This is an optimization exercise on Yosys and OpenROAD, whose aim is small area, a short achievable clock period and few clock cycles per item, not a production implementation. No functional check of the RTL was part of any run shown here.

File: flow/run.sh
#!/bin/bash
# synth_recipe.tcl (not shown) runs the flow's synth.tcl, then flattens the netlist and writes it again
# the make line also repeats each setting of config.mk as NAME=value (left out here)
make -C /OpenROAD-flow-scripts/flow DESIGN_CONFIG=/design/flow/config.mk WORK_HOME=/design/flow/orfs CLKGATE_MAP_FILE= SYNTH_SCRIPT=/design/flow/synth_recipe.tcl finish
File: flow/config.mk
export PLATFORM = sky130hd
export DESIGN_NAME = hsl_to_rgb_converter_unit
export DESIGN_NICKNAME = hsl_to_rgb_converter_unit
export VERILOG_FILES = /design/flow/design.v
export SDC_FILE = /design/flow/constraint.sdc
export NUM_CORES = 4
export LEC_CHECK = 0
export ABC_CLOCK_PERIOD_IN_PS = 4500
export CAP_MARGIN = 20
export CORE_MARGIN = 2
export CORE_UTILIZATION = 40
export SETUP_SLACK_MARGIN = 4.6
export SLEW_MARGIN = 20
File: flow/constraint.sdc
create_clock -name core_clock -period 9.5 [get_ports {clk_i}]
set_input_delay 1.9000 -clock core_clock [delete_from_list [all_inputs] [get_ports {clk_i}]]
set_output_delay 1.9000 -clock core_clock [all_outputs]
set_load 0.01 [all_outputs]
File: flow/design.v
package hsl2rgb_pkg;
  localparam int unsigned HueW  = 9;
  localparam int unsigned PctW  = 7;
  localparam int unsigned ChanW = 8;
  localparam logic [PctW-1:0] PctMax  = 7'd100;
  localparam logic [PctW-1:0] PctHalf = 7'd50;
endpackage
module hsl2rgb_csa #(
  parameter int unsigned W = 8
) (
  input  logic [W-1:0] a_i,
  input  logic [W-1:0] b_i,
  input  logic [W-1:0] c_i,
  output logic [W-1:0] s_o,
  output logic [W-1:0] y_o
);
  logic [W-1:0] maj;
  assign s_o = a_i ^ b_i ^ c_i;
  assign maj = (a_i & b_i) | (a_i & c_i) | (b_i & c_i);
  assign y_o = {maj[W-2:0], 1'b0};
endmodule
module hsl2rgb_chan
(
  input  logic [18:0] r_i,
  output logic [7:0]  lvl_o
);
  localparam logic [26:0] Kc = 27'(5 + 1 - (1 << 19) + 1 - (1 << 19) + 16 - (1 << 23));
  logic [18:0] n3, n1, n0;
  logic [26:0] t0, t1, t2, t3, t4, t5, t6, t7;
  logic [26:0] s1, y1, s2, y2, s3, y3, s4, y4, s5, y5, s6, y6, s7, y7, acc;
  assign n3 = ~(r_i >> 3);
  assign n1 = ~(r_i >> 1);
  assign n0 = ~r_i;
  assign t0 = 27'(r_i >> 14);
  assign t1 = 27'(r_i >> 10);
  assign t2 = 27'(r_i >> 8);
  assign t3 = 27'(r_i >> 5);
  assign t4 = 27'(n3);
  assign t5 = 27'(n1);
  assign t6 = 27'(n0) << 4;
  assign t7 = 27'(r_i) << 7;
  hsl2rgb_csa #(.W(27)) u_c1 (.a_i(t0), .b_i(t1), .c_i(t2), .s_o(s1), .y_o(y1));
  hsl2rgb_csa #(.W(27)) u_c2 (.a_i(t3), .b_i(t4), .c_i(t5), .s_o(s2), .y_o(y2));
  hsl2rgb_csa #(.W(27)) u_c3 (.a_i(t6), .b_i(t7), .c_i(Kc), .s_o(s3), .y_o(y3));
  hsl2rgb_csa #(.W(27)) u_c4 (.a_i(s1), .b_i(y1), .c_i(s2), .s_o(s4), .y_o(y4));
  hsl2rgb_csa #(.W(27)) u_c5 (.a_i(y2), .b_i(s3), .c_i(y3), .s_o(s5), .y_o(y5));
  hsl2rgb_csa #(.W(27)) u_c6 (.a_i(s4), .b_i(y4), .c_i(s5), .s_o(s6), .y_o(y6));
  hsl2rgb_csa #(.W(27)) u_c7 (.a_i(s6), .b_i(y6), .c_i(y5), .s_o(s7), .y_o(y7));
  assign acc   = s7 + y7;
  assign lvl_o = acc[24:17];
endmodule
module hsl2rgb_plat
(
  input  logic [13:0] q_i,
  output logic [17:0] yq_o        
);
  localparam logic [22:0] Kc = 23'((1 << 7) - (1 << 21) + 1 - (1 << 12) + 1 - (1 << 8)
                                   + 1 - (1 << 6) + 1 - (1 << 3));
  logic [13:0] n7;
  logic [11:0] n2;
  logic [7:0]  n6;
  logic [5:0]  n8;
  logic [2:0]  n11;
  logic [22:0] t0, t1, t2, t3, t4, t5, t6, t7, t8;
  logic [22:0] s1, y1, s2, y2, s3, y3, s4, y4, s5, y5, s6, y6, s7, y7, s8, y8, acc;
  assign n7  = ~q_i;
  assign n2  = ~q_i[13:2];
  assign n6  = ~q_i[13:6];
  assign n8  = ~q_i[13:8];
  assign n11 = ~q_i[13:11];
  assign t0 = 23'(q_i) << 9;
  assign t1 = 23'(n7) << 7;
  assign t2 = 23'(q_i) << 5;
  assign t3 = 23'(q_i) << 1;
  assign t4 = 23'(n2);
  assign t5 = 23'(q_i >> 4);
  assign t6 = 23'(n6);
  assign t7 = 23'(n8);
  assign t8 = 23'(n11);
  hsl2rgb_csa #(.W(23)) u_c1 (.a_i(t0), .b_i(t1), .c_i(t2), .s_o(s1), .y_o(y1));
  hsl2rgb_csa #(.W(23)) u_c2 (.a_i(t3), .b_i(t4), .c_i(t5), .s_o(s2), .y_o(y2));
  hsl2rgb_csa #(.W(23)) u_c3 (.a_i(t6), .b_i(t7), .c_i(t8), .s_o(s3), .y_o(y3));
  hsl2rgb_csa #(.W(23)) u_c4 (.a_i(s1), .b_i(y1), .c_i(s2), .s_o(s4), .y_o(y4));
  hsl2rgb_csa #(.W(23)) u_c5 (.a_i(y2), .b_i(s3), .c_i(y3), .s_o(s5), .y_o(y5));
  hsl2rgb_csa #(.W(23)) u_c6 (.a_i(s4), .b_i(y4), .c_i(s5), .s_o(s6), .y_o(y6));
  hsl2rgb_csa #(.W(23)) u_c7 (.a_i(s6), .b_i(y6), .c_i(y5), .s_o(s7), .y_o(y7));
  hsl2rgb_csa #(.W(23)) u_c8 (.a_i(s7), .b_i(y7), .c_i(Kc), .s_o(s8), .y_o(y8));
  assign acc  = s8 + y8;
  assign yq_o = acc[21:4];
endmodule
module hsl2rgb_low
(
  input  logic [17:0] yq_i,       
  input  logic [18:0] v_i,        
  output logic [7:0]  lp_o
);
  logic [18:0] diff;
  assign diff = v_i - 19'(yq_i);
  assign lp_o = diff[17:10];
endmodule
module hsl2rgb_frac
(
  input  logic [6:0] l_i,
  output logic [18:0] v_o        
);
  logic [3:0] tens, ones;
  logic [8:0] whole;             
  logic [9:0] thr;               
  always_comb begin
    tens = 4'd0;
    for (int i = 1; i <= 10; i++) begin
      if (l_i >= 7'(10 * i)) tens = 4'(i);
    end
  end
  assign ones    = 4'(l_i - 7'(tens * 4'd10));
  assign whole   = 9'(l_i) * 9'd5 + 9'(tens);
  always_comb begin
    case (ones)
      4'd0:    thr = 10'd7;
      4'd1:    thr = 10'd102;
      4'd2:    thr = 10'd205;
      4'd3:    thr = 10'd307;
      4'd4:    thr = 10'd409;
      4'd5:    thr = 10'd512;
      4'd6:    thr = 10'd614;
      4'd7:    thr = 10'd717;
      4'd8:    thr = 10'd819;
      default: thr = 10'd921;
    endcase
  end
  assign v_o = {whole, thr};
endmodule
module hsl2rgb_pipe #(
  parameter int unsigned W  = 1,
  parameter bit          EN = 1'b1
) (
  input  logic         clk_i,
  input  logic         en_i,
  input  logic [W-1:0] d_i,
  output logic [W-1:0] q_o
);
  if (EN) begin : g_reg
    logic [W-1:0] q;
    always_ff @(posedge clk_i) begin
      if (en_i) q <= d_i;
    end
    assign q_o = q;
  end else begin : g_wire
    assign q_o = d_i;
  end
endmodule
module hsl_to_rgb_converter_unit
(
  input  logic             clk_i,
  input  logic             rst_ni,
  input  logic             in_valid_i,
  output logic             in_ready_o,
  input  logic [hsl2rgb_pkg::HueW-1:0]  hue_degrees_i,
  input  logic [hsl2rgb_pkg::PctW-1:0]  saturation_pct_i,
  input  logic [hsl2rgb_pkg::PctW-1:0]  lightness_pct_i,
  output logic             out_valid_o,
  input  logic             out_ready_i,
  output logic [hsl2rgb_pkg::ChanW-1:0] red_o,
  output logic [hsl2rgb_pkg::ChanW-1:0] green_o,
  output logic [hsl2rgb_pkg::ChanW-1:0] blue_o
);
  localparam bit CutA = 1'b1;
  localparam bit CutB = 1'b1;
  localparam bit CutC = 1'b1;
  localparam bit CutD = 1'b1;
  localparam bit [3:0] Cut = {CutD, CutC, CutB, CutA};
  logic [4:0] vin;    
  logic [4:0] en;     
  assign vin[0] = in_valid_i;
  assign en[4]  = out_ready_i;
  logic [3:0] v;      
  for (genvar i = 0; i < 4; i++) begin : g_valid
    if (Cut[i]) begin : g_reg
      logic v_q;
      always_ff @(posedge clk_i or negedge rst_ni) begin
        if (!rst_ni) begin
          v_q <= 1'b0;
        end else if (en[i]) begin
          v_q <= vin[i];
        end
      end
      assign vin[i+1] = v_q;
      assign v[i]     = v_q;
    end else begin : g_wire
      assign vin[i+1] = vin[i];
      assign v[i]     = 1'b0;
    end
    assign en[i] = out_ready_i || !(&(v[3:i] | ~Cut[3:i]));
  end
  assign in_ready_o  = en[0];
  assign out_valid_o = vin[4];
  logic [2:0] sec;     
  logic [5:0] w;       
  logic [6:0] s, l, m;
  logic [6:0] g;
  logic [3:0] k, gm;
  assign g = hue_degrees_i[8:2];
  always_comb begin
    k = 4'd0;
    for (int i = 1; i <= 8; i++) begin
      if (g >= 7'(15 * i)) k = 4'(i);
    end
  end
  assign gm  = 4'(g - 7'(k * 4'd15));
  assign w   = {gm, hue_degrees_i[1:0]};
  assign sec = (k >= 4'd6) ? 3'(k - 4'd6) : 3'(k);
  assign s = (saturation_pct_i > hsl2rgb_pkg::PctMax) ? hsl2rgb_pkg::PctMax : saturation_pct_i;
  assign l = (lightness_pct_i  > hsl2rgb_pkg::PctMax) ? hsl2rgb_pkg::PctMax : lightness_pct_i;
  assign m = (l < hsl2rgb_pkg::PctHalf) ? l : hsl2rgb_pkg::PctMax - l;
  logic [5:0] ma, wa;
  logic [6:0] sa, la;
  logic [2:0] seca;
  hsl2rgb_pipe #(.W(29), .EN(CutA)) u_cut_a (
    .clk_i, .en_i(en[0]),
    .d_i({m[5:0], s, l, w, sec}),
    .q_o({ma, sa, la, wa, seca})
  );
  logic [12:0] c;
  logic [13:0] q;
  logic [4:0]  a;       
  logic        neg;     
  logic [18:0] l3;      
  assign c = 13'(ma * sa);
  assign q = 14'(la * 7'd100) + 14'(c);
  assign a   = 5'((wa >= 6'd30) ? wa - 6'd30 : 6'd30 - wa);
  assign neg = (wa < 6'd30) ^ seca[0];
  assign l3  = (19'(la) << 12) - (19'(la) << 10) - (19'(la) << 6) - (19'(la) << 3)
             + (neg ? 19'(a) : 19'd0);
  logic [12:0] cb;
  logic [13:0] qb;
  logic [6:0]  lb;
  logic [4:0]  ab;
  logic        negb;
  logic [2:0]  secb;
  logic [18:0] l3b;
  hsl2rgb_pipe #(.W(62), .EN(CutB)) u_cut_b (
    .clk_i, .en_i(en[1]),
    .d_i({c, q, la, a, neg, seca, l3}),
    .q_o({cb, qb, lb, ab, negb, secb, l3b})
  );
  logic [18:0] cx, r;
  assign cx = 19'(cb) ^ {19{negb}};
  assign r  = l3b + 19'(cx * ab);
  logic [17:0] yq;
  hsl2rgb_plat u_plat (.q_i(qb), .yq_o(yq));
  logic [18:0] rc;
  logic [17:0] yqc;
  logic [6:0]  lc;
  logic [2:0]  secc;
  hsl2rgb_pipe #(.W(47), .EN(CutC)) u_cut_c (
    .clk_i, .en_i(en[2]),
    .d_i({r, yq, lb, secb}),
    .q_o({rc, yqc, lc, secc})
  );
  logic [7:0]  lq, lp, lr;
  logic [18:0] lv;
  assign lq = yqc[17:10];
  hsl2rgb_chan u_ramp (.r_i(rc), .lvl_o(lr));
  hsl2rgb_frac u_frac (.l_i(lc), .v_o(lv));
  hsl2rgb_low  u_low  (.yq_i(yqc), .v_i(lv), .lp_o(lp));
  logic [7:0] lqd, lpd, lrd;
  logic [2:0] secd;
  hsl2rgb_pipe #(.W(27), .EN(CutD)) u_cut_d (
    .clk_i, .en_i(en[3]),
    .d_i({lq, lp, lr, secc}),
    .q_o({lqd, lpd, lrd, secd})
  );
  always_comb begin
    case (secd)
      3'd0:    begin red_o = lqd; green_o = lrd; blue_o = lpd; end
      3'd1:    begin red_o = lrd; green_o = lqd; blue_o = lpd; end
      3'd2:    begin red_o = lpd; green_o = lqd; blue_o = lrd; end
      3'd3:    begin red_o = lpd; green_o = lrd; blue_o = lqd; end
      3'd4:    begin red_o = lrd; green_o = lpd; blue_o = lqd; end
      default: begin red_o = lqd; green_o = lpd; blue_o = lrd; end
    endcase
  end
endmodule
==> results of run 1 <==
==> layout make-up <==
class                           count  area share (%)
Clock buffer                       17           1.852
Clock inverter                     15          0.4575
Inverter                          408           6.710
Multi-Input combinational cell   1316           59.66
Sequential cell                   166           21.61
Tap cell                          664           3.616
Timing Repair Buffer              156           6.089
==> per-stage QoR <==
stage | std cells | utilization [%] | setup slack (ns) | area (µm²)
floorplan | 1923 | - | 4.627 | 19650
CTS | 2693 | 45.21 | 4.531 | 22040
global placement | 2609 | 42.88 | 3.789 | 20910
detailed placement | 2609 | 42.88 | 3.765 | 20910
finish | 2742 | 47.13 | 4.680 | 22970
global route | 2742 | 47.13 | 4.506 | 22970
==> cell usage after synthesis (26+ instances only) <==
| cell | number | area (µm²) |
|---|---|---|
| inv_1 | 408 | 1531 |
| ha_1 | 311 | 3891 |
| xnor2_1 | 87 | 762.0 |
| and2_1 | 72 | 450.4 |
| xor2_1 | 45 | 394.1 |
| edfxtp_1 | 162 | 4865 |
| nor2_1 | 60 | 225.2 |
| o21ai_0 | 54 | 270.3 |
| a21oi_1 | 86 | 430.4 |
| clkbuf_1 | 30 | 112.6 |
| a21o_1 | 26 | 195.2 |
| fa_1 | 208 | 4164 |
| nand2_1 | 124 | 465.5 |
==> timing repair <==
action                     in CTS  in global routing
setup endpoints to repair      46                 35
gates cloned                    1                  1
pin swaps                       8                 65
resized for setup              41                 96
setup buffers                  51                 48
==> sequential cells by signal, summed over array words and instances (netlist names) <==
register and cells:
u_cut_c.g_reg.q 47, u_cut_d.g_reg.q 27, g_valid.g_reg.v_q 4, u_cut_a.g_reg.q 28, u_cut_b.g_reg.q 60
==> critical path, stage by stage, from the launching register on <==
cell and delay, ns:
edfxtp_1 0.44, buf_4 0.18, fa_2 0.48, fa_1 0.52
inv_1 0.04, ha_1 0.19, fa_1 0.51, inv_1 0.07
ha_4 0.27, a21oi_1 0.06, fa_2 0.40, a21o_1 0.20
a21oi_2 0.16, o21bai_2 0.10, a21boi_2 0.16, o21bai_1 0.10
a21oi_2 0.23, buf_4 0.16, o21bai_1 0.06, a21oi_1 0.16
xnor2_1 0.08
==> cell usage in the layout, fill, tap and decap left out, types with 10 or more instances in the layout <==
cell	netlist	layout
a21o_1	26	26
a21oi_1	86	70
a21oi_2	0	16
and2_1	72	70
and3_1	12	12
buf_4	0	95
clkbuf_16	0	17
clkdlybuf4s50_1	0	50
edfxtp_1	162	162
fa_1	208	200
ha_1	311	302
inv_1	408	395
inv_2	0	10
mux2i_1	13	13
nand2_1	124	118
nand2b_1	16	16
nand3_1	20	18
nor2_1	60	59
nor2b_1	19	17
o211ai_1	14	14
o21a_1	10	10
o21ai_0	54	49
o21bai_1	20	17
xnor2_1	87	84
xor2_1	45	32
xor2_4	0	11
==> cells by family (layout without fill, tap and decap cells) <==
| family | count (synthesis) | after routing | synth area share [%] |
|---|---|---|---|
| XOR/XNOR | 134 | 135 | 6.051 |
| AND/OR/NAND/NOR | 361 | 361 | 9.038 |
| buffers and inverters | 442 | 596 | 8.464 |
| AO/OA/AOI/OAI | 283 | 283 | 9.184 |
| adder cells (fa/ha/maj) | 522 | 522 | 41.16 |
| flip-flops | 166 | 166 | 25.27 |
| multiplexers | 15 | 15 | 0.8343 |
==> worst paths after layout <==
path,from,cells past startpoint,endpoint,slack [ns]
min in group asynchronous,rst_ni,1,g_valid[1].g_reg.v_q$_DFFE_PN0P_,1.64
setup reg to reg,u_cut_b.g_reg.q[45]$_DFFE_PP_,20,u_cut_c.g_reg.q[21]$_DFFE_PP_,4.68
max in group asynchronous,rst_ni,1,g_valid[2].g_reg.v_q$_DFFE_PN0P_,7.69
hold reg to reg,u_cut_b.g_reg.q[30]$_DFFE_PP_,0,u_cut_c.g_reg.q[5]$_DFFE_PP_,0.42
hold / removal,u_cut_b.g_reg.q[30]$_DFFE_PP_,0,u_cut_c.g_reg.q[5]$_DFFE_PP_,0.42
setup / recovery,u_cut_b.g_reg.q[45]$_DFFE_PP_,20,u_cut_c.g_reg.q[21]$_DFFE_PP_,4.68
==> per-layer routing <==
metal / global-route usage, % / share of wire, % / vias up
met5: 0 / 0 / -
met4: 4.080 / 1.6 / 0
met3: 2.615 / 2.6 / 36
met2: 28.78 / 48 / 152
met1: 21.49 / 47 / 6395
li1: - / - / 6584
==> impl_metrics.py, run 1 <==
metrics = {
    "outcome": {
        "status": "complete, no violations",
    },
    "sta": {
        "min_period_over_period_pct": 50.74,
        "whs_ns": 0.4195,
        "finalSetupViolations": 0,
        "rsz0062_at_grt": "true",
        "worstMarginPinSlew_ns": 0.7999,
        "max_freq_ghz": 0.2075,
        "drv_slew": 0,
        "relSlewSlack_pct": 46.67,
        "fin_crit_ns": 4.820,
        "worst_clock_skew_ns": 0.01119,
        "final-hold-violation-count": 0,
        "tns_ns": 0,
    },
    "placement": {
        "gp_congestion": 0.8974,
        "post-dp-hpwl_um": 32180,
        "port-buffer-count": 52,
    },
    "global_route": {
        "grt_pass1_vias": 13328,
        "antenna_found_initial": 0,
        "grt_pass1_wl_um": 66390,
        "grt_max_degree": 62,
        "grt_overflow_total": 0,
        "track_usage_pct": 16.53,
    },
    "floorplanning": {
        "io_pins": 53,
        "rows": 81,
        "die_w_um": 225.6,
        "die_area_um2": 50900,
        "initial_core_util_pct": 40.30,
        "core_um2": 48750,
        "die_h_um": 225.6,
    },
    "synth": {
        "synthArstFlopShare_pct": 2.410,
        "ys_types": 66,
        "synth_nets": 2469,
        "yosysSeqAreaShare_pct": 25.27,
        "synth-main-ff-cell": "edfxtp_1",
        "synth_edf_count": 162,
        "synth-seq-cells": 166,
        "synthCells": 1923,
        "ys_warn_count": 6,
        "synthesis.area_um2": 19650,
        "avgSynthCellArea_um2": 10.22,
    },
    "clock_tree": {
        "clk_latency_ns": 0.46,
        "cts_hold_buffers": 0,
        "clkTransAtPathRegs_ns": 0.07,
        "clk_path_buf_depth": 2,
        "cts_root_buf": "clkbuf_16",
        "cts.htree.levels": 4,
        "numCtsBuffers": 17,
        "cts.sinks": 166,
        "tritoncts": "built",
    },
    "hold_path": {
        "hp-class": "reg -> reg",
    },
    "detailed_routing": {
        "vias": 13167,
        "drt-initial-drc-count": 547,
        "wire_per_inst_um": 14.96,
        "ant_nets": 0,
        "viasPerCell": 4.802,
        "drt-total-wl_um": 41010,
        "drc": 0,
        "dr.pass1.iters": 5,
    },
    "final_layout": {
        "syn_to_final_growth_pct": 16.94,
        "multi_input_comb_area_um2": 13710,
        "regArea_um2": 4965,
        "drive_gt1_share_pct": 12.08,
        "insertedDiodeCount": 0,
        "fillerInstances": 4430,
        "nets": 2611,
    },
    "worst_setup_path": {
        "worstPathRequired_ns": 9.72,
        "crit_type": "reg -> reg",
        "path_max_fanout": 3,
        "start_kind": "flip-flop",
        "cp-end-kind": "flip-flop",
        "cp_data_arrival_time_ns": 5.04,
    },
    "run": {
        "drv_cap": 0,
    },
}
==> run 2, diff against run 1 <==
--- a/flow/design.v
+++ b/flow/design.v
@@ -194,2 +194,6 @@
   end
+  logic [3:0] ld;
+  for (genvar i = 0; i < 4; i++) begin : g_load
+    assign ld[i] = en[i] && vin[i];
+  end
   assign in_ready_o  = en[0];
@@ -218,3 +222,3 @@
   hsl2rgb_pipe #(.W(29), .EN(CutA)) u_cut_a (
-    .clk_i, .en_i(en[0]),
+    .clk_i, .en_i(ld[0]),
     .d_i({m[5:0], s, l, w, sec}),
@@ -228,3 +232,3 @@
   assign c = 13'(ma * sa);
-  assign q = 14'(la * 7'd100) + 14'(c);
+  assign q = 14'(la * 7'd100) + 14'(ma * sa);
   assign a   = 5'((wa >= 6'd30) ? wa - 6'd30 : 6'd30 - wa);
@@ -241,3 +245,3 @@
   hsl2rgb_pipe #(.W(62), .EN(CutB)) u_cut_b (
-    .clk_i, .en_i(en[1]),
+    .clk_i, .en_i(ld[1]),
     .d_i({c, q, la, a, neg, seca, l3}),
@@ -255,3 +259,3 @@
   hsl2rgb_pipe #(.W(47), .EN(CutC)) u_cut_c (
-    .clk_i, .en_i(en[2]),
+    .clk_i, .en_i(ld[2]),
     .d_i({r, yq, lb, secb}),
@@ -265,19 +269,23 @@
   hsl2rgb_low  u_low  (.yq_i(yqc), .v_i(lv), .lp_o(lp));
+  logic [2:0] selr, selg, selb;    
+  always_comb begin
+    case (secc)
+      3'd0:    begin selr = 3'b001; selg = 3'b100; selb = 3'b010; end
+      3'd1:    begin selr = 3'b100; selg = 3'b001; selb = 3'b010; end
+      3'd2:    begin selr = 3'b010; selg = 3'b001; selb = 3'b100; end
+      3'd3:    begin selr = 3'b010; selg = 3'b100; selb = 3'b001; end
+      3'd4:    begin selr = 3'b100; selg = 3'b010; selb = 3'b001; end
+      default: begin selr = 3'b001; selg = 3'b010; selb = 3'b100; end
+    endcase
+  end
   logic [7:0] lqd, lpd, lrd;
-  logic [2:0] secd;
-  hsl2rgb_pipe #(.W(27), .EN(CutD)) u_cut_d (
-    .clk_i, .en_i(en[3]),
-    .d_i({lq, lp, lr, secc}),
-    .q_o({lqd, lpd, lrd, secd})
-  );
-  always_comb begin
-    case (secd)
-      3'd0:    begin red_o = lqd; green_o = lrd; blue_o = lpd; end
-      3'd1:    begin red_o = lrd; green_o = lqd; blue_o = lpd; end
-      3'd2:    begin red_o = lpd; green_o = lqd; blue_o = lrd; end
-      3'd3:    begin red_o = lpd; green_o = lrd; blue_o = lqd; end
-      3'd4:    begin red_o = lrd; green_o = lpd; blue_o = lqd; end
-      default: begin red_o = lqd; green_o = lpd; blue_o = lrd; end
-    endcase
-  end
-endmodule
+  logic [2:0] selrd, selgd, selbd;
+  hsl2rgb_pipe #(.W(33), .EN(CutD)) u_cut_d (
+    .clk_i, .en_i(ld[3]),
+    .d_i({lq, lp, lr, selr, selg, selb}),
+    .q_o({lqd, lpd, lrd, selrd, selgd, selbd})
+  );
+  assign red_o   = ({8{selrd[0]}} & lqd) | ({8{selrd[1]}} & lpd) | ({8{selrd[2]}} & lrd);
+  assign green_o = ({8{selgd[0]}} & lqd) | ({8{selgd[1]}} & lpd) | ({8{selgd[2]}} & lrd);
+  assign blue_o  = ({8{selbd[0]}} & lqd) | ({8{selbd[1]}} & lpd) | ({8{selbd[2]}} & lrd);
+endmodule
==> impl_metrics.py, run 2 <==
metrics = {
    "sta": {
        "tns_ns": 0,
        "fin_crit_ns": 4.811,
        "min_period_over_period_pct": 50.64,
        "final-hold-violation-count": 0,
        "worstMarginPinSlew_ns": 0.8287,
        "max_freq_ghz": 0.2079,
        "setup_ws_ns": 4.689,
        "relSlewSlack_pct": 44.76,
        "worst_clock_skew_ns": 0.01624,
        "drv_slew": 0,
        "whs_ns": 0.4211,
        "rsz0062_at_grt": "true",
        "finalSetupViolations": 0,
    },
    "detailed_routing": {
        "ant_nets": 0,
        "dr.pass1.iters": 7,
        "drt-initial-drc-count": 743,
        "wire_per_inst_um": 14.72,
        "vias": 13240,
        "drc": 0,
        "viasPerCell": 4.837,
        "drt-total-wl_um": 40280,
    },
    "floorplanning": {
        "die_w_um": 226.7,
        "rows": 81,
        "die_area_um2": 51370,
        "initial_core_util_pct": 40.51,
        "core_um2": 48950,
        "io_pins": 53,
        "die_h_um": 226.7,
    },
    "synth": {
        "synth-main-ff-cell": "edfxtp_1",
        "synthCells": 1912,
        "yosys-top-cells-area": "edfxtp_1 (25%), fa_1 (22%), ha_1 (20%)",
        "ys_types": 64,
        "synthArstFlopShare_pct": 2.326,
        "synth_edf_count": 168,
        "synthTopCellsByCount": "inv_1 (454), ha_1 (313), fa_1 (218), edfxtp_1 (168), nand2_1 (115)",
        "yosysSeqAreaShare_pct": 25.94,
        "synthDominantCellAreaShare_pct": 25.44,
        "synth-seq-cells": 172,
        "synth_nets": 2470,
        "yosysMostFrequentCell": "inv_1",
        "synthesis.area_um2": 19830,
        "synth_area_leader_cell": "edfxtp_1",
        "avgSynthCellArea_um2": 10.37,
        "ys_warn_count": 6,
    },
    "final_layout": {
        "final_core_utilization_pct": 47.25,
        "drive_gt1_share_pct": 12.74,
        "nets": 2618,
        "largestRegisters": "u_cut_b.g_reg.q: 60 flops, u_cut_c.g_reg.q: 47 flops, u_cut_d.g_reg.q: 33 flops",
        "multi_input_comb_area_um2": 13470,
        "fillerInstances": 4487,
        "mostFrequentLayoutCell": "inv_1",
        "largest_reg_flops": 60,
        "insertedDiodeCount": 0,
        "syn_to_final_growth_pct": 16.64,
        "layout_common_cells": "inv_1 (428), ha_1 (293), fa_1 (211)",
        "largest-register": "u_cut_b.g_reg.q",
        "regArea_um2": 5145,
    },
    "global_route": {
        "grt_pass1_vias": 13691,
        "grt_pass1_wl_um": 66810,
        "track_usage_pct": 16.43,
        "antenna_found_initial": 3,
        "grt_overflow_total": 0,
        "grt_max_degree": 61,
    },
    "hold_path": {
        "hp-class": "reg -> reg",
    },
    "placement": {
        "place_ws_ns": 3.959,
        "post-dp-hpwl_um": 32130,
        "gp_congestion": 0.9130,
        "port-buffer-count": 52,
    },
    "clock_tree": {
        "numCtsBuffers": 17,
        "tritoncts": "built",
        "cts.sinks": 172,
        "clk_latency_ns": 0.46,
        "clk_path_buf_depth": 2,
        "clkTransAtPathRegs_ns": 0.07,
        "cts.htree.levels": 4,
        "cts_root_buf": "clkbuf_16",
    },
    "worst_setup_path": {
        "cp-end-kind": "primary output",
        "cp_data_arrival_time_ns": 2.91,
        "start_kind": "primary input",
        "crit_type": "in -> out",
        "worstPathRequired_ns": 7.60,
        "path_max_fanout": 3,
    },
    "run": {
        "drv_cap": 0,
    },
    "outcome": {
        "status": "complete, no violations",
    },
}
## run 2: cell types whose count changed after synthesis, sizes merged, moves of 8 or more
cell / change
and2: -12
nand2: -9
inv: +46
a222oi: +24
o21ai: -14
nor3: +10
a21oi: -21
a221oi: -8
fa: +10
o211ai: -11
mux2i: -10
## run 2: per-layer routing
metal | GRT usage, % | up-vias | share of wire (%)
li1 | - | 6530 | -
met3 | 2.747 | 41 | 3.7
met4 | 4.329 | 0 | 1.7
met5 | 0 | - | 0
met2 | 27.68 | 250 | 48
met1 | 21.89 | 6419 | 47
## run 2: metrics by stage
step | cell area, µm² | cells
after detailed placement | 21080 | 2599
after floorplan | 19840 | 1912
after global routing | 23130 | 2737
final | 23130 | 2737
after global placement | 21080 | 2599
after CTS | 22300 | 2684
## run 2: final timing paths
kind	from	end	slack, ns	cells past startpoint
max	out_ready_i	in_ready_o	4.69	4
min	u_cut_b.g_reg.q[33]$_DFFE_PP_	u_cut_c.g_reg.q[8]$_DFFE_PP_	0.42	0
max reg2reg	u_cut_b.g_reg.q[38]$_DFFE_PP_	u_cut_c.g_reg.q[27]$_DFFE_PP_	4.74	21
min reg2reg	u_cut_b.g_reg.q[33]$_DFFE_PP_	u_cut_c.g_reg.q[8]$_DFFE_PP_	0.42	0
max in group asynchronous	rst_ni	g_valid[2].g_reg.v_q$_DFFE_PN0N_	7.72	1
min in group asynchronous	rst_ni	g_valid[3].g_reg.v_q$_DFFE_PN0N_	1.62	1
## run 2: layout make-up
type | count | share of cell area (%)
timing repair buffer | 161 | 5.950
sequential | 172 | 22.24
multi-input combinational | 1254 | 58.23
clock inverter | 15 | 0.7357
tap | 664 | 3.592
inverter | 454 | 7.411
clock buffer | 17 | 1.839
## run 2: timing repair
item / CTS / global route
pin swaps: 17 / 52
buffers inserted: 53 / 53
setup endpoints to repair: 24 / 24
gates resized for setup: 54 / 88
hold endpoints to repair: 0 / 0
hold buffers: 0 / 0
## run 2: critical path, cell delays in order
cell and delay (ns):
clkdlybuf4s50_1 0.44, nor2b_4 0.12, nand4_1 0.13, dlygate4sd2_1 0.32
## run 2: cell families (layout without fill, tap and decap cells)
| kind of cell | count (synthesis) | in the layout | share of synthesized area, % |
|---|---|---|---|
| xor+xnor | 126 | 126 | 5.565 |
| buf+inv | 486 | 647 | 9.274 |
| simple gates | 342 | 342 | 8.410 |
| flops | 172 | 172 | 25.94 |
| mux | 6 | 6 | 0.3155 |
| fa+ha+maj | 532 | 532 | 41.80 |
| compound gates | 248 | 248 | 8.688 |

==> afterwards: timing with drivers on the ports <==
In the flow no input, the clock included, has a driving cell. The finished layouts below were timed again as built, in two steps.
Step 1 assumes that a clkbuf_16 drives the clock port and a buf_2 every other input.
Step 2 times the ports against the registers' clock, not the clock port: input delays grow and output delays shrink by t, the midpoint of the rising clock arrivals with the driver on.
a / b / c = no drivers / after step 1 / after step 2; a / b = the first two.
| run | t (ns) | setup WS [ns] | worst hold slack (ns) | worst setup path after step 2 | slew at the worst register clock pin (ns) |
|---|---|---|---|---|---|
| run 1 | 0.512 | 4.680 / 4.675 / 4.424 | 0.419 / 0.419 / 0.419 | input to register | 0.07 / 0.07 |
| run 2 | 0.506 | 4.689 / 4.660 / 4.561 | 0.421 / 0.421 / 0.421 | input to register | 0.08 / 0.08 |
After both steps setup and hold are still met in every run listed. The setup slack of run 1, which loses most, moves by -0.005 ns with the drivers and by -0.256 ns with both steps.
